This is an optimization exercise on Yosys and OpenROAD, whose aim is small area and a short achievable clock period, not a production implementation.
At most, simulation tests tie the RTL to the original design; equivalence was not proved.
For run 1, only the layout was checked, not whether the RTL still works.
No activity file was given, so power comes from the tool's default toggle rates.

`flow/design.v`:
```
package jram_pkg;
  typedef enum logic {
    SEQ_IDLE,
    SEQ_CLEAR
  } seq_e;
  localparam int JRAM_WIDTH = 8;
  localparam int JRAM_ABITS = 8;
  function automatic int jram_depth(input int abits);
    jram_depth = 1 << abits;
  endfunction
endpackage
module jmar
#(
  parameter int ABITS = jram_pkg::JRAM_ABITS
) (
  input  logic             clk_i,
  input  logic             rst_ni,
  input  logic             hold_i,
  input  logic             ld_i,
  input  logic             inc_i,
  input  logic [ABITS-1:0] d_i,
  output logic [ABITS-1:0] mar_o
);
  logic [ABITS-1:0] mar_q;
  logic [ABITS-1:0] mar_d;
  always_comb begin
    mar_d = mar_q;
    if (!hold_i) begin
      if (ld_i) begin
        mar_d = d_i;
      end else if (inc_i) begin
        mar_d = mar_q + 1'b1;
      end
    end
  end
  always_ff @(posedge clk_i) begin
    if (!rst_ni) begin
      mar_q <= '0;
    end else begin
      mar_q <= mar_d;
    end
  end
  assign mar_o = mar_q;
endmodule
module jword
#(
  parameter int WIDTH = jram_pkg::JRAM_WIDTH
) (
  input  logic             clk_i,
  input  logic             ld_i,
  input  logic             hd_i,
  input  logic [WIDTH-1:0] d_i,
  output logic [WIDTH-1:0] q_o
);
  logic [WIDTH-1:0] q;
  always_ff @(posedge clk_i) begin
    q <= (q & {WIDTH{hd_i}}) | (d_i & {WIDTH{ld_i}});
  end
  assign q_o = q;
endmodule
module jrsel8 (
  input  logic [7:0] s_i,
  input  logic [7:0] w_i,
  output logic       y_o
);
  assign y_o = |(s_i & w_i);
endmodule
module jrgrp (
  input  logic a_i,
  input  logic b_i,
  input  logic s_i,
  output logic y_no
);
  assign y_no = ~((a_i | b_i) & s_i);
endmodule
module jrhalf (
  input  logic [7:0] a_ni,
  input  logic       kill_i,
  output logic       y_o
);
  assign y_o = ~(&a_ni) & ~kill_i;
endmodule
module jnor2 (
  input  logic a_i,
  input  logic b_i,
  output logic y_o
);
  assign y_o = ~(a_i | b_i);
endmodule
module jram
#(
  parameter int WIDTH = jram_pkg::JRAM_WIDTH,
  parameter int ABITS = jram_pkg::JRAM_ABITS
) (
  input  logic             wclk,
  input  logic             wrst_n,
  input  logic [WIDTH-1:0] bis,
  input  logic             wsa,
  input  logic             winc,
  input  logic             ws,
  input  logic             we,
  output logic [WIDTH-1:0] bos,
  output logic [ABITS-1:0] bmar,
  output logic             wbusy
);
  localparam int DEPTH = jram_pkg::jram_depth(ABITS);
  logic [ABITS-1:0] mar;
  logic             busy;
  jmar #(
    .ABITS(ABITS)
  ) u_jmar (
    .clk_i (wclk),
    .rst_ni(wrst_n),
    .hold_i(busy),
    .ld_i  (wsa),
    .inc_i (winc),
    .d_i   (bis[ABITS-1:0]),
    .mar_o (mar)
  );
  logic [ABITS:0] cnt_q;
  always_ff @(posedge wclk) begin
    if (!wrst_n) begin
      cnt_q <= '0;
    end else if (!cnt_q[ABITS]) begin
      cnt_q <= cnt_q + 1'b1;
    end
  end
  assign busy = ~cnt_q[ABITS];
  logic wr_go;
  logic ld_go;
  logic inc_go;
  assign wr_go  = ws & ~busy;
  assign ld_go  = wsa & ~busy;
  assign inc_go = winc & ~busy;
  logic             rst_b;
  logic             clr_q;
  logic             pw_q;
  logic [ABITS-1:0] pa_q;
  logic [WIDTH-1:0] pd_q;
  logic [15:0]      wh_n;
  logic [15:0]      wl_n;
  logic [WIDTH-1:0] wdat;
  assign rst_b = ~wrst_n;
  always_ff @(posedge wclk) begin
    clr_q <= rst_b;
    pw_q  <= wr_go & ~rst_b;
    pa_q  <= mar;
    pd_q  <= bis;
  end
  always_comb begin
    for (int j = 0; j < 16; j++) begin
      wh_n[j] = ~((pw_q & (pa_q[7:4] == 4'(j))) | clr_q);
      wl_n[j] = ~((pa_q[3:0] == 4'(j)) | clr_q);
    end
  end
  assign wdat = pd_q & {WIDTH{~clr_q}};
  logic [DEPTH*WIDTH-1:0] mem;
  logic [DEPTH-1:0]       wld;
  logic [DEPTH-1:0]       whd;
  assign whd = ~wld;
  for (genvar i = 0; i < DEPTH; i++) begin : g_w
    jnor2 u_ld (.a_i(wh_n[i/16]), .b_i(wl_n[i%16]), .y_o(wld[i]));
    jword #(
      .WIDTH(WIDTH)
    ) u_word (
      .clk_i(wclk),
      .ld_i (wld[i]),
      .hd_i (whd[i]),
      .d_i  (wdat),
      .q_o  (mem[i*WIDTH +: WIDTH])
    );
  end
  logic [ABITS-1:0] mar_nx;
  logic [ABITS-1:0] mar_nx_inc;
  logic [15:0]      ih_q;
  logic [15:0]      il_q;
  logic             use_rd;
  always_comb begin
    if (!wrst_n) begin
      mar_nx = '0;
    end else if (ld_go) begin
      mar_nx = bis[ABITS-1:0];
    end else if (inc_go) begin
      mar_nx = mar + 1'b1;
    end else begin
      mar_nx = mar;
    end
  end
  assign mar_nx_inc = mar_nx + 1'b1;
  always_ff @(posedge wclk) begin
    for (int j = 0; j < 16; j++) begin
      ih_q[j] <= (mar_nx_inc[7:4] == 4'(j));
      il_q[j] <= (mar_nx_inc[3:0] == 4'(j));
    end
  end
  assign use_rd = ld_go | inc_go;
  logic [15:0] rl;
  logic [15:0] rh;
  always_comb begin
    for (int j = 0; j < 16; j++) begin
      rh[j] = use_rd & (wsa ? (bis[7:4] == 4'(j)) : ih_q[j]);
      rl[j] = wsa ? (bis[3:0] == 4'(j)) : il_q[j];
    end
  end
  logic [DEPTH/8*WIDTH-1:0]  t8;
  logic [DEPTH/16*WIDTH-1:0] tg_n;
  for (genvar g = 0; g < DEPTH/8; g++) begin : g_t8
    for (genvar b = 0; b < WIDTH; b++) begin : g_b
      logic [7:0] w;
      for (genvar k = 0; k < 8; k++) begin : g_k
        assign w[k] = mem[(8*g+k)*WIDTH + b];
      end
      jrsel8 u_t8 (
        .s_i(rl[8*(g%2) +: 8]),
        .w_i(w),
        .y_o(t8[g*WIDTH + b])
      );
    end
  end
  for (genvar j = 0; j < DEPTH/16; j++) begin : g_tg
    for (genvar b = 0; b < WIDTH; b++) begin : g_b
      jrgrp u_tg (
        .a_i  (t8[(2*j)*WIDTH + b]),
        .b_i  (t8[(2*j+1)*WIDTH + b]),
        .s_i  (rh[j]),
        .y_no (tg_n[j*WIDTH + b])
      );
    end
  end
  logic [WIDTH-1:0] rlo_q;
  logic [WIDTH-1:0] rhi_q;
  logic [WIDTH-1:0] alt_q;
  logic [WIDTH-1:0] rlo_d;
  logic [WIDTH-1:0] rhi_d;
  logic [WIDTH-1:0] alt_d;
  logic [WIDTH-1:0] cur;
  logic             fwd;
  logic             kill;
  logic [ABITS-1:0] mar_inc;
  logic             pfwd;
  assign mar_inc = mar + 1'b1;
  assign cur   = rlo_q | rhi_q | alt_q;
  assign fwd   = ld_go & wr_go & (bis[ABITS-1:0] == mar);
  assign pfwd  = pw_q & (ld_go ? (bis[ABITS-1:0] == pa_q) : (inc_go & (mar_inc == pa_q)));
  assign kill  = fwd | pfwd | rst_b;
  assign alt_d = rst_b  ? '0 :
                 fwd    ? bis :
                 pfwd   ? pd_q :
                 use_rd ? '0 :
                 wr_go  ? bis : cur;
  for (genvar b = 0; b < WIDTH; b++) begin : g_fin
    logic [DEPTH/32-1:0] wl;
    logic [DEPTH/32-1:0] wh;
    for (genvar j = 0; j < DEPTH/32; j++) begin : g_j
      assign wl[j] = tg_n[j*WIDTH + b];
      assign wh[j] = tg_n[(j+DEPTH/32)*WIDTH + b];
    end
    jrhalf u_lo (.a_ni(wl), .kill_i(kill), .y_o(rlo_d[b]));
    jrhalf u_hi (.a_ni(wh), .kill_i(kill), .y_o(rhi_d[b]));
  end
  always_ff @(posedge wclk) begin
    rlo_q <= rlo_d;
    rhi_q <= rhi_d;
    alt_q <= alt_d;
  end
  assign bos   = cur & {WIDTH{we & ~busy}};
  assign bmar  = mar;
  assign wbusy = busy;
endmodule
```
`flow/constraint.sdc`:
```
create_clock -name core_clock -period 5.5 [get_ports {wclk}]
set_input_delay 1.1000 -clock core_clock [delete_from_list [all_inputs] [get_ports {wclk}]]
set_output_delay 1.1000 -clock core_clock [all_outputs]
set_load 0.01 [all_outputs]
```
`flow/run.sh`:
```
#!/bin/bash
# synth_recipe.tcl (not shown) runs the flow's synth.tcl, then flattens the netlist and writes it again
# the make line also repeats each setting of config.mk as NAME=value (left out here)
make -C /OpenROAD-flow-scripts/flow DESIGN_CONFIG=/design/flow/config.mk WORK_HOME=/design/flow/orfs CLKGATE_MAP_FILE= SYNTH_SCRIPT=/design/flow/synth_recipe.tcl finish
```
`flow/config.mk`:
```
export PLATFORM = sky130hd
export DESIGN_NAME = jram
export DESIGN_NICKNAME = jram
export VERILOG_FILES = /design/flow/design.v
export SDC_FILE = /design/flow/constraint.sdc
export NUM_CORES = 4
export LEC_CHECK = 0
export CAP_MARGIN = 20
export CORE_MARGIN = 2
export CORE_UTILIZATION = 60
export CTS_CLUSTER_DIAMETER = 80
export CTS_CLUSTER_SIZE = 28
export SETUP_SLACK_MARGIN = 2.7
export SLEW_MARGIN = 20
export SYNTH_HIERARCHICAL = 1
export TNS_END_PERCENT = 5
```
==> results of run 1 <==
[modules after synthesis (local to each module, per instance), excerpt]
| module | area (um^2) | flip-flops and latches | copies in the design | cells inside |
|---|---|---|---|---|
| jnor2 | 3.75 | 0 | 256 | 1 |
| jrgrp | 5.00 | 0 | 128 | 1 |
| jrhalf | 26.3 | 0 | 16 | 3 |
| jrsel8 | 36.3 | 0 | 256 | 5 |
| jram | 5340 | 83 | 1 | 816 |
[where the power goes]
group | switching, mW | internal [mW] | total (mW)
clock network | 5.23 | 3.65 | 8.88
logic | 1.77 | 1.54 | 3.31
registers | 0.969 | 17.1 | 18.1
total | 7.97 | 22.3 | 30.3
[sequential cells by signal, summed over array words and instances, names as in the netlist]
register and cells:
u_jmar.mar_q 8, rhi_q 8, rlo_q 8, pa_q 8
cnt_q 9, il_q 16, pw_q 1, alt_q 8
g_w.u_word.q 2048, clr_q 1, ih_q 16, pd_q 8
[repair_timing]
action                     4_1_cts  5_1_grt
resized for setup              259       32
setup endpoints to repair     2070     1877
pin swaps                       32        1
buffers inserted                44        0
cloned                          16        1
[synth_stat cells (3+ instances only)]
master / instances / share of area
nand4_1: 278 / 0.022
a21oi_1: 73 / 0.0046
a22o_1: 2048 / 0.22
o211ai_1: 5 / 0.00047
buf_2: 269 / 0.017
o21ai_0: 30 / 0.0019
buf_4: 4 / 0.00037
or3_1: 3 / 0.00023
nor4_1: 8 / 0.00062
clkbuf_1: 21 / 0.00098
ha_1: 3 / 0.00047
xnor2_1: 14 / 0.0015
buf_6: 259 / 0.036
buf_1: 4 / 0.00019
and4_1: 33 / 0.0036
xor2_1: 16 / 0.0017
nand2_1: 54 / 0.0025
dfxtp_1: 2139 / 0.53
mux2i_1: 3 / 0.00037
o22ai_1: 5 / 0.00039
nand3_1: 35 / 0.0022
a22oi_1: 1024 / 0.096
inv_1: 285 / 0.013
o21a_1: 10 / 0.00094
nor2b_1: 19 / 0.0015
o21ai_1: 134 / 0.0084
o2111ai_1: 4 / 0.00044
a31oi_1: 17 / 0.0013
nor2_1: 311 / 0.015
and3_1: 7 / 0.00055
a21oi_2: 17 / 0.0019
nor3_1: 14 / 0.00087
[logic make-up after synthesis]
family / after synthesis
buffers and inverters: 842
and+or+nand+nor: 783
AOI/OAI and AO/OA: 3397
muxes: 3
DFF: 2139
adders and majority gates: 3
xor gates and xnor gates: 30
[area by class of cell]
type | instances | area, um^2 | share of cell area
Tap cell | 1768 | 2210 | 0.0260
Clock inverter | 35 | 452 | 0.00531
Inverter | 285 | 1070 | 0.0126
Timing Repair Buffer | 225 | 2660 | 0.0313
Clock buffer | 111 | 2630 | 0.0308
Antenna cell | 1 | 2.50 | 0.0000294
Multi-Input combinational cell | 4225 | 33200 | 0.390
Sequential cell | 2139 | 42900 | 0.504
[worst paths after layout]
check	start	end	depth (start not counted)
setup / recovery	pa_q[5]	g_w[168].u_word.q[5]	6
hold / removal	u_jmar.mar_q[1]	pa_q[1]	0
setup reg to reg	pa_q[5]	g_w[168].u_word.q[5]	6
hold reg to reg	u_jmar.mar_q[1]	pa_q[1]	0
[routing by layer]
metal  global-route usage  share of wire
met4                0.147          0.046
met1                0.569           0.43
met2                0.550           0.42
met3               0.0815           0.11
met5                    0        0.00022
==> flow_metrics.tcl, run 1 <==
set metrics [dict create \
    num_rows 134 \
    instances_no_fill 8789 \
    worstHoldPathType "flop to flop" \
    netlist_instances 7197 \
    cp-start-kind "flop" \
    synth_top_family_by_area "compound AO/OA/AOI/OAI gates" \
    synth_compound_area_frac 0.343 \
    grt_pass1_wl_um 402000 \
    vias_per_cell 7.28 \
    ios 31 \
    wl_per_cell_um 31.2 \
    synth_xor_area_frac 0.00327 \
    insertion_delay_ns 0.76 \
    track_usage 0.386 \
    slew_headroom 0.173 \
    rsz0062_at_grt "true" \
    first_pass_iters 8 \
    holdWs_ns 0.470 \
    final_common_cell "dfxtp_1" \
    cts.clk_slew.worst_paths_ns 0.11 \
    die_w_um 370 \
    clock_path_buffers 3 \
    synth_simple_gate_area_share 0.0509 \
    gp_congestion 0.956 \
    post-route-cell-area_mm2 0.0851 \
    drive_gt1_frac 0.0876 \
    synth_mux_area_frac 0.000374 \
    leakage_nw 32.3 \
    htreeDepth 3 \
    detail_route.drc_violations 0 \
    nNetsFinal 6990 \
    critPathKind "flop to flop" \
    grt_pass1_vias 58500 \
    ys_warn_count 9 \
    ys_seq_area_frac 0.534 \
    fmax_ghz 0.322 \
    die_area_mm2 0.137 \
    cts_buffers 97 \
    place_worst_setup_slack_ns 0.999 \
    synth.distinct_cells 70 \
    placed_cells 8581 \
    clock_skew_ns 0.0352 \
    setup_ws_ns 2.39 \
    finalSetupTns_ns 0 \
    worstMarginPinSlew_ns 1.24 \
    hold_viol_final 0 \
    syn-mean-instance-area_um2 11.1 \
    cp_max_fo 16 \
    vdd_ir_drop_max_uv 312 \
    critPathRequiredTime_ns 6.15 \
    grt_max_degree 159 \
    dieHeight_um 370 \
    yosys_most_used_dff "dfxtp_1" \
    final_cell_mix "dfxtp_1 (2117), a22o_1 (2048), a22oi_1 (1011)" \
    layout_min_cycle_time_ns 3.11 \
    overflow 0 \
    core_mm2 0.133 \
    crit_path_top_delay_cell "dfxtp_1" \
    vias 64000 \
    slew_violations 0 \
    critPathArrivalTime_ns 3.76 \
    cp_cell_sequence "nor2b_1 > a21oi_1 > buf_4 > nor2_1 > inv_1 > a22o_1" \
    syn_to_final_growth_pct 6.06 \
    syn_nets 7214 \
    cts_tree "built" \
    worst-path-buf-inv 2 \
    cts_sinks 2139 \
    setup_viol 0 \
    antenna_found_initial 11 \
    cpLargestDelayFamily "simple AND/OR/NAND/NOR gates" \
    fin_util 0.639 \
    wl_um 274000 \
    end_kind "flop" \
    port_buffers 30 \
    timing.final.crit_share 0.565 \
    drt_iter0_drc 8733 \
    cap_violations 0 \
    cts_hold_buffers 0 \
    initial_utilization 0.603 \
    dp_hpwl_um 167000 \
    postRouteAntennaNets 0 \
    synth.cell_area_mm2 0.0802 \
    powerDensity_mw_per_mm2 356 \
    critPathMaxStageDelay_ns 0.77 \
    rrSetupSlack_ns 2.39 \
    synthAdderAreaFrac 0.000468 \
    synth_edf_count 0 \
    post_dp_cell_area_mm2 0.0804 \
    synth_async_sr_flop_share 0 \
    synth_seq_cells 2139 \
    cts-root-buf "clkbuf_16" \
    power.total_mw 30.3 \
    status "no timing/DRC/antenna violations" \
    final.fill_count 10700 \
]
==> run 2: changes to the inputs <==
--- a/flow/design.v
+++ b/flow/design.v
@@ -135,3 +135,2 @@
   logic             rst_b;
-  logic             clr_q;
   logic             pw_q;
@@ -144,14 +143,11 @@
   always_ff @(posedge wclk) begin
-    clr_q <= rst_b;
     pw_q  <= wr_go & ~rst_b;
     pa_q  <= mar;
-    pd_q  <= bis;
-  end
-  always_comb begin
+    pd_q  <= bis & {WIDTH{~rst_b}};
     for (int j = 0; j < 16; j++) begin
-      wh_n[j] = ~((pw_q & (pa_q[7:4] == 4'(j))) | clr_q);
-      wl_n[j] = ~((pa_q[3:0] == 4'(j)) | clr_q);
-    end
-  end
-  assign wdat = pd_q & {WIDTH{~clr_q}};
+      wh_n[j] <= ~((wr_go & ~rst_b & (mar[7:4] == 4'(j))) | rst_b);
+      wl_n[j] <= ~((mar[3:0] == 4'(j)) | rst_b);
+    end
+  end
+  assign wdat = pd_q;
   logic [DEPTH*WIDTH-1:0] mem;
@@ -174,3 +170,3 @@
   logic [ABITS-1:0] mar_nx_inc;
-  logic [15:0]      ih_q;
+  logic [ABITS-1:0] mar_inc;
   logic [15:0]      il_q;
@@ -189,5 +185,5 @@
   assign mar_nx_inc = mar_nx + 1'b1;
+  assign mar_inc    = mar + 1'b1;
   always_ff @(posedge wclk) begin
     for (int j = 0; j < 16; j++) begin
-      ih_q[j] <= (mar_nx_inc[7:4] == 4'(j));
       il_q[j] <= (mar_nx_inc[3:0] == 4'(j));
@@ -200,3 +196,3 @@
     for (int j = 0; j < 16; j++) begin
-      rh[j] = use_rd & (wsa ? (bis[7:4] == 4'(j)) : ih_q[j]);
+      rh[j] = use_rd & (wsa ? (bis[7:4] == 4'(j)) : (mar_inc[7:4] == 4'(j)));
       rl[j] = wsa ? (bis[3:0] == 4'(j)) : il_q[j];
@@ -238,5 +234,3 @@
   logic             kill;
-  logic [ABITS-1:0] mar_inc;
   logic             pfwd;
-  assign mar_inc = mar + 1'b1;
   assign cur   = rlo_q | rhi_q | alt_q;
--- a/flow/config.mk
+++ b/flow/config.mk
@@ -12,4 +12,4 @@
 export CTS_CLUSTER_SIZE = 28
-export SETUP_SLACK_MARGIN = 2.7
-export SLEW_MARGIN = 20
+export SETUP_SLACK_MARGIN = 3.6
+export SLEW_MARGIN = 35
 export SYNTH_HIERARCHICAL = 1
==> run 2 against run 1 <==
  * Critical path depth is 2 lower
  * Global-route usage decreased by 0.77 points
  * First-iteration DRC count fell by 4.1%
  * Worst setup slack improved by 0.27 ns
  * Fmax is 9.5% higher
  * Flip-flop and latch count rose by 15
  * Clock power about the same
  * Clock-buffer cell count decreased by 1
  * Synthesized cell count fell by 0.63%
  * Total power rose by 0.64%
  * Cell count grew 0.84%
  * Critical endpoint is now bos[2]
  * Highest routed layer unchanged
==> flow_metrics.tcl, run 2 <==
set metrics [dict create \
    slew_violations 0 \
    insertion_delay_ns 0.76 \
    end_kind "primary output" \
    yosys-top-cells-area "dfxtp_1 (54%), a22o_1 (22%), a22oi_1 (9.6%)" \
    dieHeight_um 369 \
    regMostFlops "g_w.u_word.q" \
    pwr-share-clk 0.292 \
    port_buffers 30 \
    antenna_found_initial 8 \
    core_mm2 0.133 \
    grt_pass1_vias 59500 \
    synth.cell_area_mm2 0.0800 \
    finalSetupTns_ns 0 \
    rsz0062_at_grt "true" \
    synth_most_common_cell "dfxtp_1" \
    netlist_instances 7152 \
    clock_path_buffers 3 \
    cts_tree "built" \
    comb_power_share 0.105 \
    wl_per_cell_um 30.6 \
    cts.clk_slew.worst_paths_ns 0.11 \
    die_area_mm2 0.136 \
    worstMarginPinSlew_ns 1.02 \
    yosysTopAreaCellShare 0.539 \
    syn_nets 7172 \
    syn_to_final_growth_pct 9.40 \
    track_usage 0.378 \
    vias_per_cell 7.23 \
    initial_utilization 0.602 \
    setup_ws_ns 2.66 \
    powerDensity_mw_per_mm2 348 \
    postRouteAntennaNets 0 \
    ios 31 \
    vias 64100 \
    synth_async_sr_flop_share 0 \
    synth_top_cell_by_area "dfxtp_1" \
    switching_share 0.265 \
    cts_sinks 2154 \
    status "no timing/DRC/antenna violations" \
    num_rows 134 \
    grt_max_degree 159 \
    seq_power_share 0.603 \
    timing.final.crit_share 0.516 \
    gp_congestion 0.905 \
    critPathRequiredTime_ns 4.40 \
    cts_buffers 98 \
    ys_warn_count 9 \
    cp_max_fo 2 \
    drive_gt1_frac 0.124 \
    setup_viol 0 \
    final_common_cell "dfxtp_1" \
    layout_min_cycle_time_ns 2.84 \
    clock_skew_ns 0.0279 \
    dp_hpwl_um 164000 \
    ys_seq_area_frac 0.539 \
    synth_commonest_cells "dfxtp_1 (2154), a22o_1 (2050), a22oi_1 (1024), nor2_1 (333), inv_1 (287)" \
    synth_edf_count 0 \
    leakage_nw 33.2 \
    yosys_most_used_dff "dfxtp_1" \
    htreeDepth 3 \
    overflow 0 \
    critPathArrivalTime_ns 1.74 \
    synth_seq_cells 2154 \
    slew_headroom 0.318 \
    p_int_mw 22.4 \
    cap_violations 0 \
    wl_um 271000 \
    cts-root-buf "clkbuf_16" \
    grt_pass1_wl_um 395000 \
    p_switching_mw 8.06 \
    hold_viol_final 0 \
    synth.distinct_cells 59 \
    detail_route.drc_violations 0 \
    vdd_ir_drop_max_uv 299 \
    first_pass_iters 7 \
    largest_reg_flops 2048 \
    cp-start-kind "flop" \
    place_worst_setup_slack_ns 0.981 \
    drt_iter0_drc 8372 \
    die_w_um 369 \
    worstHoldPathType "flop to flop" \
    fmax_ghz 0.352 \
    final_cell_mix "dfxtp_1 (2101), a22o_1 (2050), a22oi_1 (897)" \
    nNetsFinal 7051 \
    critPathKind "flop to primary output" \
    syn-mean-instance-area_um2 11.2 \
    cts_hold_buffers 0 \
]
## run 2: changes by cell type after synthesis, moves of 6 or more
cell and delta:
a21oi_1 -35, o21ai_0 +25, nor2_1 +22, dfxtp_1 +15, nor2b_1 -13, and2_1 +11
nand3_1 -10, a31oi_1 -8, nand4_1 -8, o21a_1 -8, buf_2 -6, clkbuf_1 +6
nor4_1 -6, o21ai_1 -6
## run 2: cell families (layout without fill, tap and decap cells)
group,after synthesis,in the layout,synth area share
AO/OA/AOI/OAI,3357,3357,0.341
flip-flops,2154,2154,0.539
buffers and inverters,836,769,0.0675
AND/OR/NAND/NOR,767,767,0.0485
XOR/XNOR,30,30,0.00328
adder cells (fa/ha/maj),6,6,0.000938
multiplexers,2,2,0.000250
other,0,10,0
## run 2: power groups by stage
stage	Clock (mW)	Sequential (mW)	Combinational [mW]
CTS	8.96	18.3	3.10
finish	8.90	18.4	3.20
floorplan	0	18.4	2.42
global placement	0	18.6	2.89
global route	9.51	18.5	3.41
detailed placement	0	18.6	2.98
## run 2: modules after synthesis, one instance, submodules excluded, excerpt
module  cell area, um^2  copies in the design  flops+latches  cells
jnor2              3.75                   256              0      1
jram               5140                     1             98    771
jrgrp              5.00                   128              0      1
jrhalf             26.3                    16              0      3
jrsel8             36.3                   256              0      5
## run 2: cell type report
type,count,area (um^2)
Fill cell,10300,45400
Sequential cell,2154,43300
Inverter,287,1090
Antenna cell,10,25.0
Clock inverter,44,534
Timing Repair Buffer,328,4490
Clock buffer,110,2560
Multi-Input combinational cell,4162,33400
Tap cell,1768,2210
## run 2: critical path, stage by stage (launching register included)
cell	delay, ns
dfxtp_4	0.43
nor3_4	0.17
buf_6	0.18
nor2_1	0.05
buf_2	0.13
## run 2: path summary, 6_finish.rpt
kind	from	to	slack (ns)	cells after the start
max	rhi_q[2]	bos[2]	2.66	4
max reg2reg	u_jmar.mar_q[0]	rlo_q[3]	2.89	13
min	g_w[30].u_word.q[5]	g_w[30].u_word.q[5]	0.49	1
min reg2reg	g_w[30].u_word.q[5]	g_w[30].u_word.q[5]	0.49	1
## run 2: repair_timing
item | in CTS | in global routing
buffers inserted | 114 | 25
resized for setup | 594 | 113
pin swaps | 162 | 62
gates cloned | 16 | 7
endpoints found under the setup margin | 1449 | 1862
## run 2: per-layer routing
| metal | wire length (um) | GRT usage | vias up | part of all wire |
|---|---|---|---|---|
| met5 | 13 | 0 | - | 0.000048 |
| met4 | 12600 | 0.156 | 2 | 0.046 |
| met3 | 27600 | 0.0683 | 617 | 0.10 |
| met2 | 118000 | 0.561 | 3585 | 0.44 |
| met1 | 113000 | 0.541 | 32000 | 0.42 |
| li1 | - | - | 27900 | - |
## run 2: through the flow
step	power (mW)	hold slack [ns]	cells	area (um^2)	utilization
CTS	30.4	0.491	8819	86600	0.651
global route	31.5	0.501	8854	87500	0.658
global placement	21.5	0.461	8525	79700	0.600
floorplan	20.8	0.419	7152	80300	-
finish	30.5	0.490	8863	87600	0.659
detailed placement	21.6	0.464	8535	80000	0.602
==> run 3: changes to the inputs <==
--- a/flow/config.mk
+++ b/flow/config.mk
@@ -12,3 +12,3 @@
 export CTS_CLUSTER_SIZE = 28
-export SETUP_SLACK_MARGIN = 3.6
+export SETUP_SLACK_MARGIN = 3.2
 export SLEW_MARGIN = 35
==> run 3 against run 2 <==
  * Clock-buffer cell count unchanged
  * Utilization decreased by 1.2 points
  * Still clean on timing, DRC and antenna
  * Clock skew increased by 0.0070 ns
  * Flip-flop and latch count unchanged
  * Die area unchanged
  * Worst hold slack got worse by 0.0021 ns
  * Sequential power about the same
  * Non-clock buffer count decreased by 52
  * Synthesized cell count unchanged
==> flow_metrics.tcl, run 3 <==
set metrics [dict create \
    clock_path_buffers 3 \
    regMostFlops "g_w.u_word.q" \
    synth_top_cell_by_area "dfxtp_1" \
    nNetsFinal 6999 \
    syn-mean-instance-area_um2 11.2 \
    holdPathEnd "g_w[97].u_word.q[5]" \
    die_w_um 369 \
    yosys-top-cells-area "dfxtp_1 (54%), a22o_1 (22%), a22oi_1 (9.6%)" \
    cts.clk_slew.worst_paths_ns 0.11 \
    rrSetupSlack_ns 2.78 \
    synth_edf_count 0 \
    wl_um 268000 \
    leakage_nw 32.8 \
    drt_iter0_drc 8600 \
    vias 63600 \
    grt_max_degree 159 \
    powerDensity_mw_per_mm2 353 \
    slew_violations 0 \
    layout_min_cycle_time_ns 2.83 \
    finalSetupTns_ns 0 \
    gp_congestion 0.905 \
    yosys_most_used_dff "dfxtp_1" \
    antenna_found_initial 11 \
    ios 31 \
    critPathArrivalTime_ns 1.73 \
    first_pass_iters 6 \
    place_worst_setup_slack_ns 0.981 \
    critPathKind "flop to primary output" \
    dieHeight_um 369 \
    placed_cells 8535 \
    wl_per_cell_um 30.4 \
    syn_to_final_growth_pct 7.48 \
    synth_most_common_cell "dfxtp_1" \
    rsz0062_at_grt "true" \
    synth_async_sr_flop_share 0 \
    insertion_delay_ns 0.77 \
    cts_buffers 98 \
    slew_headroom 0.326 \
    post-route-cell-area_mm2 0.0860 \
    cts_sinks 2154 \
    synth_compound_area_frac 0.341 \
    synth_commonest_cells "dfxtp_1 (2154), a22o_1 (2050), a22oi_1 (1024), nor2_1 (333), inv_1 (287)" \
    syn_nets 7172 \
    die_area_mm2 0.136 \
    rr_worst_depth 11 \
    synth_simple_gate_area_share 0.0485 \
    core_mm2 0.133 \
    largest_reg_flops 2048 \
    cap_violations 0 \
    synth_seq_cells 2154 \
    port_buffers 30 \
    vias_per_cell 7.22 \
    critPathRequiredTime_ns 4.40 \
    power.total_mw 30.4 \
    initial_utilization 0.602 \
    worstHoldPathType "flop to flop" \
    setup_viol 0 \
    grt_pass1_wl_um 387000 \
    synth_top_family_by_area "compound AO/OA/AOI/OAI gates" \
    postRouteAntennaNets 0 \
    status "no timing/DRC/antenna violations" \
    timing.final.crit_share 0.515 \
    num_rows 134 \
    cts-root-buf "clkbuf_16" \
    track_usage 0.369 \
    overflow 0 \
    fin_util 0.647 \
    cp-start-kind "flop" \
    worstReg2RegEnd "rlo_q[5]" \
    synth.cell_area_mm2 0.0800 \
    detail_route.drc_violations 0 \
    cts_tree "built" \
    post_dp_cell_area_mm2 0.0800 \
    instances_no_fill 8807 \
    htreeDepth 3 \
    end_kind "primary output" \
    dp_hpwl_um 164000 \
    worstMarginPinSlew_ns 1.01 \
    hp-start "g_w[97].u_word.q[5]" \
    synth_xor_area_frac 0.00328 \
    r2r-start "u_jmar.mar_q[2]" \
    netlist_instances 7152 \
    holdPathStages 1 \
    grt_pass1_vias 58900 \
    cp_max_fo 2 \
    final_common_cell "dfxtp_1" \
    final_cell_mix "dfxtp_1 (2108), a22o_1 (2050), a22oi_1 (950)" \
    vdd_ir_drop_max_uv 298 \
    holdWs_ns 0.488 \
    synthAdderAreaFrac 0.000938 \
    fmax_ghz 0.353 \
    synth_mux_area_frac 0.000250 \
    synth.distinct_cells 59 \
    hold_viol_final 0 \
    ys_warn_count 9 \
    drive_gt1_frac 0.0998 \
    ys_seq_area_frac 0.539 \
    setup_ws_ns 2.67 \
    yosysTopAreaCellShare 0.539 \
    clock_skew_ns 0.0350 \
]
==> run 3: cell counts after synthesis <==
No cell type changed its count.
==> run 3: what timing repair did <==
item	CTS	global route
setup endpoints to repair	47	69
setup buffers	49	40
gates resized for setup	304	153
hold buffers	0	0
cloned	5	15
pin swaps	48	81
==> run 3: worst max path at each step <==
stage,from,endpoint,depth (start not counted)
after floorplan,wsa,rhi_q[0],10
after global placement,bis[2],rlo_q[2],11
after detailed placement,bis[3],rhi_q[2],13
after CTS,rhi_q[2],bos[2],4
after global routing,rhi_q[0],bos[0],4
final,rhi_q[2],bos[2],4
==> run 3: cells by family (layout without fill, tap and decap cells) <==
group           after synthesis  in the layout
other cells                   0              6
buf+inv                     836            717
flops                      2154           2154
fa+ha+maj                     6              6
simple gates                767            767
xor+xnor                     30             30
compound gates             3357           3357
mux                           2              2
==> run 3: report_power, final <==
| group | switching, mW | total, mW | internal [mW] |
|---|---|---|---|
| Combinational | 1.60 | 3.14 | 1.54 |
| Sequential | 1.12 | 18.4 | 17.2 |
| Clock | 5.29 | 8.90 | 3.60 |
==> run 3: layer usage <==
layer / wire length (um) / GRT usage
met2: 116000 / 0.550
met1: 113000 / 0.529
met4: 12200 / 0.150
met5: 21 / 0
met3: 26200 / 0.0646
==> run 3: critical path, stage by stage, from the launching register on <==
cell and delay, ns:
dfxtp_4 0.43, nor3_4 0.16, buf_6 0.18, nor2_1 0.05
buf_2 0.13
==> run 3: layout make-up <==
class / instances / area [um^2]
inverters: 287 / 1080
clock inverters: 44 / 534
fillers: 10500 / 46900
flip-flops and latches: 2154 / 43200
clock buffers: 110 / 2560
repair buffers: 276 / 3610
well taps: 1768 / 2210
multi-input cells: 4162 / 32800
diodes: 6 / 15.0
==> run 3: Yosys stat by module, one instance, submodules excluded, a selection <==
module  cells inside  area (um^2)
jrgrp              1         5.00
jrsel8             5         36.3
jnor2              1         3.75
jrhalf             3         26.3
jram             771         5140
==> run 4: changes to the inputs <==
--- a/flow/config.mk
+++ b/flow/config.mk
@@ -9,3 +9,3 @@
 export CORE_MARGIN = 2
-export CORE_UTILIZATION = 60
+export CORE_UTILIZATION = 50
 export CTS_CLUSTER_DIAMETER = 80
==> run 4 against run 3 <==
  * Worst setup slack worse by 0.011 ns
  * Sequential share of layout area is 0.15 points lower
  * Worst hold slack hardly changed
  * Cell count is 3.4% higher
  * Combinational power hardly changed
  * Critical path type unchanged
  * Area after synthesis stayed put
  * First-iteration DRC count is 10% lower
  * Utilization is 10 points lower
==> flow_metrics.tcl, run 4 <==
set metrics [dict create \
    status "no timing/DRC/antenna violations" \
    synth_edf_count 0 \
    ys_seq_area_frac 0.539 \
    nNetsFinal 6974 \
    overflow 0 \
    synth_seq_cells 2154 \
    cts-root-buf "clkbuf_16" \
    cts.clk_slew.worst_paths_ns 0.10 \
    synth_top_cell_by_area "dfxtp_1" \
    crit_end "bos[0]" \
    rsz0062_at_grt "true" \
    die_w_um 404 \
    powerDensity_mw_per_mm2 365 \
    cts_hold_buffers 0 \
    synth_async_sr_flop_share 0 \
    fin_util 0.544 \
    critPathMaxStageDelay_ns 0.36 \
    yosysTopAreaCellShare 0.539 \
    dieHeight_um 404 \
    cts_buffers 109 \
    final_common_cell "dfxtp_1" \
    drt_iter0_drc 7724 \
    cap_violations 0 \
    port_buffers 30 \
    grt_pass1_wl_um 404000 \
    regMostFlops "g_w.u_word.q" \
    finalSetupTns_ns 0 \
    cts_sinks 2154 \
    cp_max_fo 2 \
    critPathRequiredTime_ns 4.40 \
    ios 31 \
    clock_skew_ns 0.0322 \
    initial_utilization 0.504 \
    drive_gt1_frac 0.0885 \
    netlist_instances 7152 \
    cts_tree "built" \
    critPathArrivalTime_ns 1.74 \
    vias_per_cell 6.91 \
    worstHoldPathType "flop to flop" \
    setup_viol 0 \
    timing.final.crit_share 0.517 \
    hold_viol_final 0 \
    slew_headroom 0.295 \
    final_cell_mix "dfxtp_1 (2106), a22o_1 (2050), a22oi_1 (1000)" \
    syn-mean-instance-area_um2 11.2 \
    fmax_ghz 0.352 \
    ys_warn_count 9 \
    end_kind "primary output" \
    cp_cell_sequence "nor3_4 > buf_6 > nor2_1 > buf_2" \
    antenna_found_initial 8 \
    htreeDepth 3 \
    worstMarginPinSlew_ns 1.06 \
    synth_most_common_cell "dfxtp_1" \
    worstReg2RegEnd "rlo_q[1]" \
    syn_nets 7172 \
    insertion_delay_ns 0.78 \
    rrSetupSlack_ns 2.72 \
    first_pass_iters 6 \
    critPathKind "flop to primary output" \
    wl_um 275000 \
    postRouteAntennaNets 0 \
    grt_max_degree 149 \
    vias 62900 \
    wl_per_cell_um 30.2 \
    track_usage 0.324 \
    vdd_ir_drop_max_uv 279 \
    rr_worst_depth 11 \
    crit_path_top_delay_cell "dfxtp_2" \
    yosys-top-cells-area "dfxtp_1 (54%), a22o_1 (22%), a22oi_1 (9.6%)" \
    syn_to_final_growth_pct 7.81 \
    gp_congestion 0.896 \
    clock_path_buffers 3 \
    largest_reg_flops 2048 \
    synth.distinct_cells 59 \
    die_area_mm2 0.163 \
    core_mm2 0.159 \
    leakage_nw 32.9 \
    grt_pass1_vias 58500 \
    yosys_most_used_dff "dfxtp_1" \
    num_rows 146 \
    synth_commonest_cells "dfxtp_1 (2154), a22o_1 (2050), a22oi_1 (1024), nor2_1 (333), inv_1 (287)" \
    slew_violations 0 \
    layout_min_cycle_time_ns 2.84 \
    synth.cell_area_mm2 0.0800 \
    r2r-start "u_jmar.mar_q[0]" \
    cp-start-kind "flop" \
    dp_hpwl_um 165000 \
    cp-startpoint "rlo_q[0]" \
    detail_route.drc_violations 0 \
]
-- run 4: cell counts after synthesis --
No cell type changed its count.
-- run 4: stage by stage --
stage | std cells | area [um^2] | hold slack (ns) | worst slack (ns) | power [mW]
final | 9105 | 86300 | 0.489 | 2.66 | 31.5
after global routing | 9103 | 86300 | 0.503 | 2.61 | 32.5
after CTS | 9095 | 86100 | 0.490 | 2.67 | 31.5
after detailed placement | 8813 | 80200 | 0.464 | 1.05 | 21.7
after global placement | 8806 | 80000 | 0.462 | 0.965 | 21.6
after floorplan | 7152 | 80300 | 0.419 | 1.43 | 20.8
-- run 4: timing repair --
item                       4_1_cts  5_1_grt
gates resized for setup        319       10
gates cloned                    19        1
pin swaps                       67        2
buffers inserted                75        2
setup endpoints to repair       67      110
-- run 4: where the power goes --
group,switching [mW],internal [mW]
sequential,1.09,17.2
clock,5.76,4.22
combinational,1.62,1.53
total,8.47,23.0
-- run 4: logic make-up after synthesis --
family                   Yosys count  share of synthesized area
AO/OA/AOI/OAI                   3357                      0.341
XOR/XNOR                          30                    0.00328
adder cells (fa/ha/maj)            6                   0.000938
buffers and inverters            836                     0.0675
flip-flops                      2154                      0.539
multiplexers                       2                   0.000250
AND/OR/NAND/NOR                  767                     0.0485
-- run 4: worst min-delay path by stage --
stage	slack, ns	startpoint	endpoint	cells after the start
2_1_floorplan	0.42	u_jmar.mar_q[7]	pa_q[7]	0
3_3_place_gp	0.46	g_w[124].u_word.q[5]	g_w[124].u_word.q[5]	1
3_5_place_dp	0.46	g_w[96].u_word.q[5]	g_w[96].u_word.q[5]	1
4_1_cts	0.49	g_w[191].u_word.q[5]	g_w[191].u_word.q[5]	1
5_1_grt	0.50	g_w[40].u_word.q[0]	g_w[40].u_word.q[0]	1
6_report	0.49	cnt_q[6]	cnt_q[6]	2
-- run 4: per-layer routing --
metal,track usage,wire (um)
met5,0,47
met3,0.0564,25100
met1,0.482,123000
met2,0.478,117000
met4,0.0968,9320
-- run 4: per-module statistics from Yosys (local to each module, per instance), a selection --
module | cell area (um^2) | flip-flops and latches
jrgrp | 5.00 | 0
jnor2 | 3.75 | 0
jrsel8 | 36.3 | 0
jram | 5140 | 98
jrhalf | 26.3 | 0
-- run 4: layout make-up --
class                   instances  area, um^2
diodes                          2        5.00
repair buffers                236        3110
clock inverters                69         906
clock buffers                 119        2880
multi-input cells            4165       32500
inverters                     287        1090
flip-flops and latches       2154       43200
well taps                    2072        2590
repair inverters                1        5.00
fillers                     13800       72400
-- run 4: worst max-delay path, delay by kind of cell, from the launching register on --
family	cells	cell delay [ns]
flops	1	0.36
simple gates	2	0.29
buf+inv	2	0.32
==> run 5: changes to the inputs <==
--- a/flow/config.mk
+++ b/flow/config.mk
@@ -9,3 +9,3 @@
 export CORE_MARGIN = 2
-export CORE_UTILIZATION = 50
+export CORE_UTILIZATION = 80
 export CTS_CLUSTER_DIAMETER = 80
==> run 5 against run 4 <==
  * Flip-flop and latch count is the same
  * Critical path depth is 1 lower
  * Clock power decreased by 23%
  * Sequential power barely moved
  * Largest power group unchanged
  * Area after synthesis unchanged
  * Synthesized cell count unchanged
  * Clock skew decreased by 0.0074 ns
  * Via count increased by 5.1%
  * Largest cell class unchanged
  * Global-route usage grew 15 points
  * Sequential share of layout area up 1.6 points
  * Still clean on timing, DRC and antenna
  * Clock-buffer cell count fell by 25
==> flow_metrics.tcl, run 5 <==
set metrics [dict create \
    comb_power_share 0.106 \
    critPathMaxStageDelay_ns 0.40 \
    final_common_cell "dfxtp_1" \
    finalSetupTns_ns 0 \
    ys_seq_area_frac 0.539 \
    antenna_found_initial 14 \
    cp_cell_sequence "nor3_4 > nor2_2 > buf_2" \
    htreeDepth 3 \
    vias 66100 \
    syn-mean-instance-area_um2 11.2 \
    cts.clk_slew.worst_paths_ns 0.11 \
    instances_no_fill 8212 \
    synth.distinct_cells 59 \
    synth_commonest_cells "dfxtp_1 (2154), a22o_1 (2050), a22oi_1 (1024), nor2_1 (333), inv_1 (287)" \
    dp_hpwl_um 150000 \
    synth_top_cell_by_area "dfxtp_1" \
    layout_min_cycle_time_ns 2.80 \
    hold_viol_final 0 \
    worstHoldPathType "flop to flop" \
    cts_sinks 2154 \
    slew_violations 0 \
    holdPathEnd "g_w[75].u_word.q[5]" \
    ios 31 \
    crit_path_top_delay_cell "dfxtp_1" \
    rrSetupSlack_ns 2.78 \
    synth.cell_area_mm2 0.0800 \
    setup_viol 0 \
    slew_headroom 0.263 \
    insertion_delay_ns 0.74 \
    nNetsFinal 6919 \
    fmax_ghz 0.357 \
    yosysTopAreaCellShare 0.539 \
    cts_tree "built" \
    holdWs_ns 0.493 \
    cts_hold_buffers 0 \
    largest_reg_flops 2048 \
    syn_nets 7172 \
    cts-root-buf "clkbuf_16" \
    p_int_mw 21.8 \
    yosys_most_used_dff "dfxtp_1" \
    holdPathStages 1 \
    die_area_mm2 0.103 \
    clock_skew_ns 0.0248 \
    critPathArrivalTime_ns 1.70 \
    rr_worst_depth 11 \
    first_pass_iters 13 \
    r2r-start "u_jmar.mar_q[1]" \
    timing.final.crit_share 0.509 \
    wl_um 259000 \
    vias_per_cell 8.04 \
    detail_route.drc_violations 0 \
    end_kind "primary output" \
    grt_max_degree 153 \
    powerDensity_mw_per_mm2 350 \
    drive_gt1_frac 0.0742 \
    placed_cells 8018 \
    switching_share 0.257 \
    grt_pass1_wl_um 379000 \
    yosys-top-cells-area "dfxtp_1 (54%), a22o_1 (22%), a22oi_1 (9.6%)" \
    netlist_instances 7152 \
    vdd_ir_drop_max_uv 311 \
    synth_async_sr_flop_share 0 \
    grt_pass1_vias 60900 \
    p_switching_mw 7.53 \
    critPathKind "flop to primary output" \
    synth_edf_count 0 \
    gp_congestion 1.02 \
    rsz0062_at_grt "true" \
    syn_to_final_growth_pct 4.44 \
    dieHeight_um 320 \
    cp-start-kind "flop" \
    drt_iter0_drc 11600 \
    postRouteAntennaNets 0 \
    synth_seq_cells 2154 \
    seq_power_share 0.630 \
    clock_path_buffers 3 \
    worstReg2RegEnd "rlo_q[0]" \
    core_mm2 0.0997 \
    cts_buffers 87 \
    synth_most_common_cell "dfxtp_1" \
    die_w_um 320 \
    final_cell_mix "dfxtp_1 (2108), a22o_1 (2050), a22oi_1 (1001)" \
    worstMarginPinSlew_ns 1.11 \
    overflow 0 \
    leakage_nw 32.0 \
    ys_warn_count 9 \
    cap_violations 0 \
    regMostFlops "g_w.u_word.q" \
    initial_utilization 0.803 \
    hp-start "g_w[75].u_word.q[5]" \
    num_rows 116 \
    pwr-share-clk 0.264 \
    port_buffers 30 \
    critPathRequiredTime_ns 4.40 \
    status "no timing/DRC/antenna violations" \
    wl_per_cell_um 31.5 \
    track_usage 0.475 \
    cp_max_fo 2 \
]
[run 5: cell counts after synthesis]
No cell type changed its count.
[run 5: what timing repair did]
item,CTS,global route
resized for setup,267,92
cloned,11,9
setup endpoints to repair,61,69
endpoints found under the hold margin,0,0
setup buffers,49,21
pin swaps,39,44
[run 5: cell type report]
cell class / instances / area, um^2
antenna: 4 / 10.0
clock buffer: 94 / 2270
clock inverter: 6 / 67.6
fill: 5551 / 16100
inverter: 287 / 1080
multi-input combinational: 4165 / 32500
sequential: 2154 / 43200
tap: 1298 / 1620
timing repair buffer: 204 / 2770
[run 5: worst max-delay path: cells and delay by family (launching register included)]
family	cells	cell delay, ns
buffers and inverters	1	0.15
and+or+nand+nor	2	0.43
DFF	1	0.40
[run 5: per-stage QoR]
step           cell area (um^2)  total power, mW  worst slack [ns]   util
2_1_floorplan             80300             20.8              1.43      -
3_3_place_gp              78900             21.4             0.990  0.792
3_5_place_dp              79100             21.6             0.962  0.794
4_1_cts                   82800             29.0              2.76  0.830
5_1_grt                   83600             30.1              2.72  0.838
6_report                  83600             29.3              2.70  0.838
[run 5: power by group through the flow]
| stage | clock network (mW) | registers [mW] | logic [mW] |
|---|---|---|---|
| finish | 7.73 | 18.4 | 3.11 |
| global route | 8.21 | 18.6 | 3.28 |
| CTS | 7.65 | 18.4 | 2.98 |
| detailed placement | 0 | 18.7 | 2.92 |
| global placement | 0 | 18.7 | 2.75 |
| floorplan | 0 | 18.4 | 2.42 |
[run 5: layer usage]
metal	global-route usage	wire length, um	vias up
li1	-	-	27500
met1	0.637	93100	31800
met2	0.669	105000	5479
met3	0.152	40300	1251
met4	0.285	20100	28
met5	0.00709	387	-
[run 5: worst max path at each step]
stage / endpoint / slack (ns) / from
2_1_floorplan: rhi_q[0] / 1.43 / wsa
3_3_place_gp: rhi_q[5] / 0.99 / bis[3]
3_5_place_dp: rhi_q[5] / 0.96 / bis[3]
4_1_cts: bos[7] / 2.76 / rhi_q[7]
5_1_grt: bos[3] / 2.72 / rlo_q[3]
6_report: bos[5] / 2.70 / rlo_q[5]
[run 5: cells by family after synthesis]
kind of cell / share of synthesized area
AOI/OAI and AO/OA: 0.341
xor gates and xnor gates: 0.00328
adders and majority gates: 0.000938
buffers and inverters: 0.0675
DFF: 0.539
muxes: 0.000250
and+or+nand+nor: 0.0485
[run 5: Yosys stat by module (local to each module, per instance), a selection]
module	cells inside	flip-flops and latches	times used
jnor2	1	0	256
jrsel8	5	0	256
jram	771	98	1
jrhalf	3	0	16
jrgrp	1	0	128
==> run 6: changes to the inputs <==
--- a/flow/config.mk
+++ b/flow/config.mk
@@ -9,3 +9,3 @@
 export CORE_MARGIN = 2
-export CORE_UTILIZATION = 80
+export CORE_UTILIZATION = 70
 export CTS_CLUSTER_DIAMETER = 80
==> run 6 against run 5 <==
  * Still clean
  * Clock-buffer cell count rose by 1
  * Non-clock buffer count rose by 23
  * Clock power rose by 1%
  * Flip-flop and latch count did not move
  * Critical endpoint is now bos[1]
==> flow_metrics.tcl, run 6 <==
set metrics [dict create \
    status "no timing/DRC/antenna violations" \
    ys_warn_count 9 \
    syn_nets 7172 \
    first_pass_iters 7 \
    fin_util 0.738 \
    critPathRequiredTime_ns 4.40 \
    overflow 0 \
    slew_violations 0 \
    regMostFlops "g_w.u_word.q" \
    grt_pass1_wl_um 377000 \
    yosys_most_used_dff "dfxtp_1" \
    port_buffers 30 \
    hold_viol_final 0 \
    yosysTopAreaCellShare 0.539 \
    post_dp_cell_area_mm2 0.0793 \
    yosys-top-cells-area "dfxtp_1 (54%), a22o_1 (22%), a22oi_1 (9.6%)" \
    synth_most_common_cell "dfxtp_1" \
    cts_hold_buffers 0 \
    gp_congestion 0.957 \
    power.total_mw 29.3 \
    die_w_um 342 \
    antenna_found_initial 6 \
    end_kind "primary output" \
    synth.cell_area_mm2 0.0800 \
    cts_buffers 88 \
    fmax_ghz 0.358 \
    critPathKind "primary input to primary output" \
    syn-mean-instance-area_um2 11.2 \
    nNetsFinal 6943 \
    slew_headroom 0.265 \
    synth_seq_cells 2154 \
    vias 64400 \
    dp_hpwl_um 151000 \
    cts_tree "built" \
    wl_um 254000 \
    drt_iter0_drc 8739 \
    multi_input_area_mm2 0.0326 \
    setup_viol 0 \
    grt_pass1_vias 59700 \
    track_usage 0.415 \
    syn_to_final_growth_pct 5.04 \
    leakage_nw 32.1 \
    finalSetupTns_ns 0 \
    synth_async_sr_flop_share 0 \
    synth_top_cell_by_area "dfxtp_1" \
    worstMarginPinSlew_ns 1.10 \
    synth_commonest_cells "dfxtp_1 (2154), a22o_1 (2050), a22oi_1 (1024), nor2_1 (333), inv_1 (287)" \
    htreeDepth 3 \
    worstHoldPathType "flop to flop" \
    timing.final.crit_share 0.508 \
    postRouteAntennaNets 0 \
    num_rows 124 \
    holdPathStages 1 \
    netlist_instances 7152 \
    dieHeight_um 342 \
    vdd_ir_drop_max_uv 307 \
    clock_skew_ns 0.0228 \
    powerDensity_mw_per_mm2 348 \
    critPathArrivalTime_ns 1.69 \
    cts-root-buf "clkbuf_16" \
    rsz0062_at_grt "true" \
    holdWs_ns 0.489 \
    initial_utilization 0.703 \
    post-route-cell-area_mm2 0.0841 \
    final_common_cell "dfxtp_1" \
    cap_violations 0 \
    clock_path_buffers 3 \
    cp_max_fo 8 \
    final.fill_count 7960 \
    synth.distinct_cells 59 \
    synth_edf_count 0 \
    cts.clk_slew.worst_paths_ns 0.10 \
    cts_sinks 2154 \
    core_mm2 0.114 \
    drive_gt1_frac 0.0797 \
    die_area_mm2 0.117 \
    vias_per_cell 7.61 \
    regArea_mm2 0.0433 \
    cp-start-kind "primary input" \
    ios 31 \
    rr_worst_depth 12 \
    grt_max_degree 166 \
    detail_route.drc_violations 0 \
    wl_per_cell_um 30.1 \
    insertion_delay_ns 0.72 \
    layout_min_cycle_time_ns 2.79 \
    ys_seq_area_frac 0.539 \
    largest_reg_flops 2048 \
    final_cell_mix "dfxtp_1 (2107), a22o_1 (2050), a22oi_1 (991)" \
]
==> run 6: changes by cell type in the layout (fill, tap and decap cells not counted), moves of 6 or more <==
| cell | delta |
|---|---|
| a22oi_2 | +10 |
| buf_12 | -9 |
| buf_4 | +26 |
| a22oi_1 | -10 |
| buf_6 | +6 |
==> run 6: worst max-delay path: stages <==
cell     delay (ns)
buf_2          0.13
nand2_8        0.11
nor2_4         0.17
buf_6          0.16
==> run 6: layout make-up <==
| type | instances | area share |
|---|---|---|
| multi-input cells | 4165 | 0.387 |
| diodes | 7 | 0.000208 |
| clock buffers | 95 | 0.0269 |
| flip-flops and latches | 2154 | 0.514 |
| repair buffers | 227 | 0.0346 |
| well taps | 1512 | 0.0225 |
| clock inverters | 8 | 0.00107 |
| inverters | 287 | 0.0129 |
==> run 6: cell families (layout without fill, tap and decap cells) <==
logic type	count (synthesis)	after routing	share of synthesized area
buffers and inverters	836	617	0.0675
adders and majority gates	6	6	0.000938
DFF	2154	2154	0.539
AOI/OAI and AO/OA	3357	3360	0.341
muxes	2	2	0.000250
and+or+nand+nor	767	767	0.0485
other	0	7	0
xor gates and xnor gates	30	30	0.00328
==> run 6: where the power goes <==
part / switching, mW / total, mW / internal [mW]
clock: 4.79 / 7.81 / 3.02
sequential: 1.14 / 18.4 / 17.2
combinational: 1.57 / 3.09 / 1.53
==> run 6: Yosys stat by module, one instance, submodules excluded, excerpt <==
module,flip-flops and latches,cells,cell area (um^2)
jnor2,0,1,3.75
jrgrp,0,1,5.00
jram,98,771,5140
jrsel8,0,5,36.3
jrhalf,0,3,26.3
==> run 6: worst paths after layout <==
kind | end | from | slack, ns
setup / recovery | bos[1] | we | 2.71
setup reg to reg | rlo_q[1] | u_jmar.mar_q[3] | 2.84
hold reg to reg | g_w[164].u_word.q[5] | g_w[164].u_word.q[5] | 0.49
hold / removal | g_w[164].u_word.q[5] | g_w[164].u_word.q[5] | 0.49
==> run 6: through the flow <==
| stage | setup WS [ns] | instances |
|---|---|---|
| after floorplan | 1.43 | 7152 |
| after global placement | 0.878 | 8233 |
| after detailed placement | 0.845 | 8238 |
| after CTS | 2.74 | 8422 |
| after global routing | 2.70 | 8449 |
| final | 2.71 | 8455 |
==> run 6: timing repair <==
action,4_1_cts,5_1_grt
gates resized for setup,332,57
cloned,14,5
setup endpoints to repair,59,66
setup buffers,67,18
pin swaps,58,29
==> run 6: routing by layer <==
| metal | global-route usage | up-vias | wire, um |
|---|---|---|---|
| met5 | 0 | - | 59 |
| met4 | 0.226 | 8 | 15300 |
| met3 | 0.0833 | 782 | 28500 |
| met2 | 0.608 | 4106 | 109000 |
| met1 | 0.577 | 31800 | 101000 |
| li1 | - | 27600 | - |
==> run 7: changes to the inputs <==
--- a/flow/config.mk
+++ b/flow/config.mk
@@ -12,3 +12,3 @@
 export CTS_CLUSTER_SIZE = 28
-export SETUP_SLACK_MARGIN = 3.2
+export SETUP_SLACK_MARGIN = 3.4
 export SLEW_MARGIN = 35
==> run 7 against run 6 <==
  * Worst hold slack better by 0.0011 ns
  * Area after synthesis stayed put
  * Global-route usage rose by 0.27 points
  * Wire length increased by 0.35%
  * Critical path type is now primary input to flop
  * Cell count hardly changed
  * Largest cell class unchanged
  * Utilization grew 0.21 points
  * Clock power about the same
  * Highest routed layer unchanged
  * Still clean
==> flow_metrics.tcl, run 7 <==
set metrics [dict create \
    regArea_mm2 0.0433 \
    critPathMaxStageDelay_ns 0.38 \
    netlist_instances 7152 \
    grt_pass1_vias 59800 \
    power.total_mw 29.3 \
    post_dp_cell_area_mm2 0.0793 \
    worst-path-buf-inv 5 \
    cp_max_fo 15 \
    cp_cell_sequence "buf_16 > buf_16 > inv_1 > nand2_2 > o21ai_4 > buf_12 > buf_4 > a22oi_1 > nand4_1 > o21ai_2 > and4_2 > a21oi_2" \
    synth_top_cell_by_area "dfxtp_1" \
    overflow 0 \
    fmax_ghz 0.357 \
    worstReg2RegEnd "rlo_q[0]" \
    synth_seq_cells 2154 \
    cts.clk_slew.worst_paths_ns 0.11 \
    insertion_delay_ns 0.73 \
    holdPathStages 1 \
    rr_worst_depth 10 \
    clock_skew_ns 0.0215 \
    dp_hpwl_um 151000 \
    cts_hold_buffers 0 \
    grt_pass1_wl_um 379000 \
    htreeDepth 3 \
    core_mm2 0.114 \
    layout_min_cycle_time_ns 2.80 \
    critPathRequiredTime_ns 6.12 \
    worstMarginPinSlew_ns 1.05 \
    num_rows 124 \
    antenna_found_initial 10 \
    ys_seq_area_frac 0.539 \
    synth_commonest_cells "dfxtp_1 (2154), a22o_1 (2050), a22oi_1 (1024), nor2_1 (333), inv_1 (287)" \
    cts_tree "built" \
    ios 31 \
    timing.final.crit_share 0.509 \
    track_usage 0.418 \
    r2r-start "u_jmar.mar_q[2]" \
    nNetsFinal 6948 \
    cp-start-kind "primary input" \
    leakage_nw 32.2 \
    powerDensity_mw_per_mm2 347 \
    finalSetupTns_ns 0 \
    wl_per_cell_um 30.2 \
    regMostFlops "g_w.u_word.q" \
    crit_top_cell "buf_16" \
    dieHeight_um 342 \
    largest_reg_flops 2048 \
    vias 64300 \
    yosys_most_used_dff "dfxtp_1" \
    syn_to_final_growth_pct 5.33 \
    synth.distinct_cells 59 \
    holdPathEnd "g_w[75].u_word.q[5]" \
    yosys-top-cells-area "dfxtp_1 (54%), a22o_1 (22%), a22oi_1 (9.6%)" \
    critPathKind "primary input to flop" \
    synth_most_common_cell "dfxtp_1" \
    synth_edf_count 0 \
    grt_max_degree 166 \
    die_area_mm2 0.117 \
    slew_violations 0 \
    rrSetupSlack_ns 2.86 \
    fin_util 0.740 \
    cts-root-buf "clkbuf_16" \
    cap_violations 0 \
    detail_route.drc_violations 0 \
    synth_async_sr_flop_share 0 \
    end_kind "flop" \
    drt_iter0_drc 8981 \
    slew_headroom 0.298 \
    hp-start "g_w[75].u_word.q[5]" \
    worstHoldPathType "flop to flop" \
    drive_gt1_frac 0.0849 \
    crit_path_top_delay_cell "o21ai_2" \
    critPathArrivalTime_ns 3.42 \
    setup_viol 0 \
    final.fill_count 7921 \
    initial_utilization 0.703 \
    synth.cell_area_mm2 0.0800 \
    gp_congestion 0.957 \
    holdWs_ns 0.490 \
    multi_input_area_mm2 0.0327 \
    cpLargestDelayFamily "simple AND/OR/NAND/NOR gates" \
    port_buffers 30 \
    clock_path_buffers 3 \
    final_cell_mix "dfxtp_1 (2104), a22o_1 (2050), a22oi_1 (983)" \
    syn_nets 7172 \
    hold_viol_final 0 \
    yosysTopAreaCellShare 0.539 \
    cts_sinks 2154 \
    vias_per_cell 7.60 \
    status "no timing/DRC/antenna violations" \
    post-route-cell-area_mm2 0.0843 \
    ys_warn_count 9 \
    rsz0062_at_grt "true" \
    instances_no_fill 8457 \
    first_pass_iters 7 \
    syn-mean-instance-area_um2 11.2 \
    placed_cells 8238 \
    die_w_um 342 \
    cts_buffers 88 \
    vdd_ir_drop_max_uv 309 \
    place_worst_setup_slack_ns 0.845 \
    final_common_cell "dfxtp_1" \
    setup_ws_ns 2.70 \
    postRouteAntennaNets 0 \
    wl_um 255000 \
]
## run 7: cell counts after synthesis
Identical to the previous run, type by type.
## run 7: worst max-delay path by stage
stage	startpoint	endpoint	slack [ns]	cells past startpoint
after detailed placement	bis[2]	rlo_q[5]	0.85	11
after global placement	bis[2]	rlo_q[5]	0.88	11
final	wsa	rlo_q[0]	2.70	12
after CTS	rlo_q[7]	bos[7]	2.74	3
after global routing	rlo_q[4]	bos[4]	2.70	3
after floorplan	wsa	rhi_q[0]	1.43	10
## run 7: final cells by class
type	instances	share of cell area
sequential	2154	0.513
multi-input combinational	4165	0.387
timing repair buffer	232	0.0363
clock buffer	95	0.0268
tap	1512	0.0224
inverter	287	0.0129
clock inverter	8	0.00107
antenna	4	0.000119
## run 7: logic make-up after synthesis
kind of cell	after synthesis	share of synthesized area
and+or+nand+nor	767	0.0485
AOI/OAI and AO/OA	3357	0.341
xor gates and xnor gates	30	0.00328
muxes	2	0.000250
adders and majority gates	6	0.000938
DFF	2154	0.539
buffers and inverters	836	0.0675
## run 7: power breakdown
group | switching (mW) | total (mW) | leakage, nW | internal, mW
combinational | 1.57 | 3.11 | 13.2 | 1.54
clock | 4.78 | 7.80 | 1.16 | 3.02
sequential | 1.14 | 18.4 | 17.9 | 17.2
## run 7: per-module statistics from Yosys, one instance, submodules excluded, a selection
| module | flops+latches | times used |
|---|---|---|
| jnor2 | 0 | 256 |
| jram | 98 | 1 |
| jrgrp | 0 | 128 |
| jrhalf | 0 | 16 |
| jrsel8 | 0 | 256 |
## run 7: metal layers
metal	vias to the layer above	share of wire	track usage
li1	27600	-	-
met1	31700	0.39	0.576
met2	4177	0.43	0.615
met3	789	0.11	0.0890
met4	10	0.060	0.226
met5	-	0.00031	0
## run 7: what timing repair did
item / in CTS / in global routing
buffers inserted: 79 / 8
pin swaps: 81 / 28
resized for setup: 376 / 47
endpoints found under the setup margin: 153 / 384
gates cloned: 19 / 0
==> run 8: changes to the inputs <==
--- a/flow/config.mk
+++ b/flow/config.mk
@@ -12,5 +12,5 @@
 export CTS_CLUSTER_SIZE = 28
-export SETUP_SLACK_MARGIN = 3.4
+export SETUP_SLACK_MARGIN = 3.2
 export SLEW_MARGIN = 35
 export SYNTH_HIERARCHICAL = 1
-export TNS_END_PERCENT = 5
+export TNS_END_PERCENT = 20
==> run 8 against run 7 <==
  * Still clean on timing, DRC and antenna
  * Utilization shrank 0.057 points
  * Clock-buffer cell count is the same
  * Synthesized cell count is the same
  * Clock power is essentially flat
  * Cell count is essentially flat
  * Worst hold slack is essentially flat
  * Critical endpoint is now bos[7]
  * Highest routed layer unchanged
==> flow_metrics.tcl, run 8 <==
set metrics [dict create \
    yosysTopAreaCellShare 0.539 \
    setup_viol 0 \
    gp_congestion 0.957 \
    hold_viol_final 0 \
    num_rows 124 \
    layout_min_cycle_time_ns 2.78 \
    status "no timing/DRC/antenna violations" \
    dieHeight_um 342 \
    grt_pass1_wl_um 380000 \
    ys_seq_area_frac 0.539 \
    detail_route.drc_violations 0 \
    vdd_ir_drop_max_uv 307 \
    path_depth 3 \
    grt_max_degree 166 \
    synth_top_cell_by_area "dfxtp_1" \
    die_w_um 342 \
    syn_to_final_growth_pct 5.25 \
    wl_um 255000 \
    crit_end "bos[7]" \
    htreeDepth 3 \
    worst-path-buf-inv 1 \
    cpLargestDelayFamily "simple AND/OR/NAND/NOR gates" \
    synth.distinct_cells 59 \
    overflow 0 \
    cts_sinks 2154 \
    r2r-start "u_jmar.mar_q[2]" \
    synth_most_common_cell "dfxtp_1" \
    slew_headroom 0.284 \
    nNetsFinal 6945 \
    worstMarginPinSlew_ns 1.07 \
    syn-mean-instance-area_um2 11.2 \
    cts_tree "built" \
    yosys_most_used_dff "dfxtp_1" \
    timing.final.crit_share 0.506 \
    insertion_delay_ns 0.72 \
    first_pass_iters 9 \
    rr_worst_depth 12 \
    synth.cell_area_mm2 0.0800 \
    core_mm2 0.114 \
    regMostFlops "g_w.u_word.q" \
    synth_async_sr_flop_share 0 \
    critPathArrivalTime_ns 1.68 \
    synth_seq_cells 2154 \
    drive_gt1_frac 0.0829 \
    grt_pass1_vias 59900 \
    cp-startpoint "rlo_q[7]" \
    rsz0062_at_grt "true" \
    clock_path_buffers 3 \
    initial_utilization 0.703 \
    synth_edf_count 0 \
    largest_reg_flops 2048 \
    placed_cells 8238 \
    vias 64300 \
    worstReg2RegEnd "rlo_q[6]" \
    critPathRequiredTime_ns 4.40 \
    cts_buffers 88 \
    cap_violations 0 \
    drt_iter0_drc 8772 \
    end_kind "primary output" \
    cp-start-kind "flop" \
    dp_hpwl_um 151000 \
    leakage_nw 32.2 \
    critPathMaxStageDelay_ns 0.40 \
    ios 31 \
    final_common_cell "dfxtp_1" \
    critPathKind "flop to primary output" \
    crit_path_top_delay_cell "dfxtp_4" \
    worstHoldPathType "flop to flop" \
    vias_per_cell 7.61 \
    port_buffers 30 \
    netlist_instances 7152 \
    wl_per_cell_um 30.2 \
    rrSetupSlack_ns 2.84 \
    yosys-top-cells-area "dfxtp_1 (54%), a22o_1 (22%), a22oi_1 (9.6%)" \
    syn_nets 7172 \
    cts_hold_buffers 0 \
    cp_cell_sequence "nor3_4 > nor2_2 > buf_2" \
    finalSetupTns_ns 0 \
    die_area_mm2 0.117 \
    synth_commonest_cells "dfxtp_1 (2154), a22o_1 (2050), a22oi_1 (1024), nor2_1 (333), inv_1 (287)" \
    ys_warn_count 9 \
    slew_violations 0 \
    postRouteAntennaNets 0 \
    cts-root-buf "clkbuf_16" \
    cts.clk_slew.worst_paths_ns 0.11 \
    powerDensity_mw_per_mm2 347 \
    clock_skew_ns 0.0226 \
    final_cell_mix "dfxtp_1 (2104), a22o_1 (2050), a22oi_1 (987)" \
    cp_max_fo 2 \
    track_usage 0.419 \
    antenna_found_initial 8 \
    instances_no_fill 8454 \
    fmax_ghz 0.359 \
]
[run 8: changes by cell type in the layout (fill, tap and decap cells not counted), moves of 2 or more]
cell             before  now
o21ai_1              73   79
o21ai_2              61   55
a22oi_1             983  987
a22oi_2              41   37
buf_4               106  103
dlymetal6s2s_1        4    1
buf_12               48   50
buf_2                 8    6
clkdlybuf4s50_1       4    6
[run 8: worst min-delay path by stage]
stage / slack [ns] / end / from / depth (start not counted)
global placement: 0.46 / g_w[195].u_word.q[5] / g_w[195].u_word.q[5] / 1
finish: 0.49 / g_w[2].u_word.q[5] / g_w[2].u_word.q[5] / 1
global route: 0.50 / g_w[33].u_word.q[5] / g_w[33].u_word.q[5] / 1
floorplan: 0.42 / pa_q[7] / u_jmar.mar_q[7] / 0
detailed placement: 0.46 / g_w[2].u_word.q[5] / g_w[2].u_word.q[5] / 1
CTS: 0.49 / g_w[164].u_word.q[5] / g_w[164].u_word.q[5] / 1
[run 8: Yosys stat by module (local to each module, per instance), a selection]
module	cells	flip-flops and latches	times used	cell area [um^2]
jram	771	98	1	5140
jrhalf	3	0	16	26.3
jrsel8	5	0	256	36.3
jrgrp	1	0	128	5.00
jnor2	1	0	256	3.75
[run 8: final cells by class]
cell class | instances | area (um^2)
well taps | 1512 | 1890
inverters | 287 | 1080
repair buffers | 229 | 3060
fillers | 7935 | 29600
multi-input cells | 4165 | 32600
clock inverters | 8 | 90.1
clock buffers | 95 | 2260
flip-flops and latches | 2154 | 43300
diodes | 4 | 10.0
[run 8: power by group]
group	switching, mW	internal [mW]
Combinational	1.57	1.53
Sequential	1.14	17.2
Clock	4.77	3.02
[run 8: logic make-up (layout without fill, tap and decap cells)]
| family | Yosys count | count (layout) | share of synthesized area |
|---|---|---|---|
| fa+ha+maj | 6 | 6 | 0.000938 |
| other cells | 0 | 4 | 0 |
| compound gates | 3357 | 3360 | 0.341 |
| buf+inv | 836 | 619 | 0.0675 |
| flops | 2154 | 2154 | 0.539 |
| mux | 2 | 2 | 0.000250 |
| simple gates | 767 | 767 | 0.0485 |
| xor+xnor | 30 | 30 | 0.00328 |
[run 8: timing repair]
action,4_1_cts,5_1_grt
gates cloned,20,0
pin swaps,85,13
setup endpoints to repair,59,67
setup buffers,81,3
resized for setup,394,20
[run 8: routing by layer]
metal  global-route usage  vias to the layer above  wire, um
met5                    0                        -        59
met4                0.228                        8     15700
met3               0.0888                      815     29500
met2                0.616                     4201    110000
met1                0.578                    31700    100000
li1                     -                    27600         -
[run 8: metrics by stage]
| step | hold WS [ns] | total power, mW | utilization | area, um^2 | worst slack, ns |
|---|---|---|---|---|---|
| final | 0.490 | 29.3 | 0.740 | 84300 | 2.72 |
| after global routing | 0.502 | 30.2 | 0.740 | 84200 | 2.70 |
| after CTS | 0.492 | 29.2 | 0.738 | 84000 | 2.74 |
| after detailed placement | 0.464 | 21.6 | 0.696 | 79300 | 0.845 |
| after global placement | 0.461 | 21.4 | 0.695 | 79200 | 0.878 |
| after floorplan | 0.419 | 20.8 | - | 80300 | 1.43 |

Check on run 8: ideal ports give 2.718 ns setup slack; a clkbuf_16 on the clock port and buf_2 on the inputs give 2.637 ns; moving port delays by the midpoint clock arrival (0.794 ns) as well gives 1.853 ns.
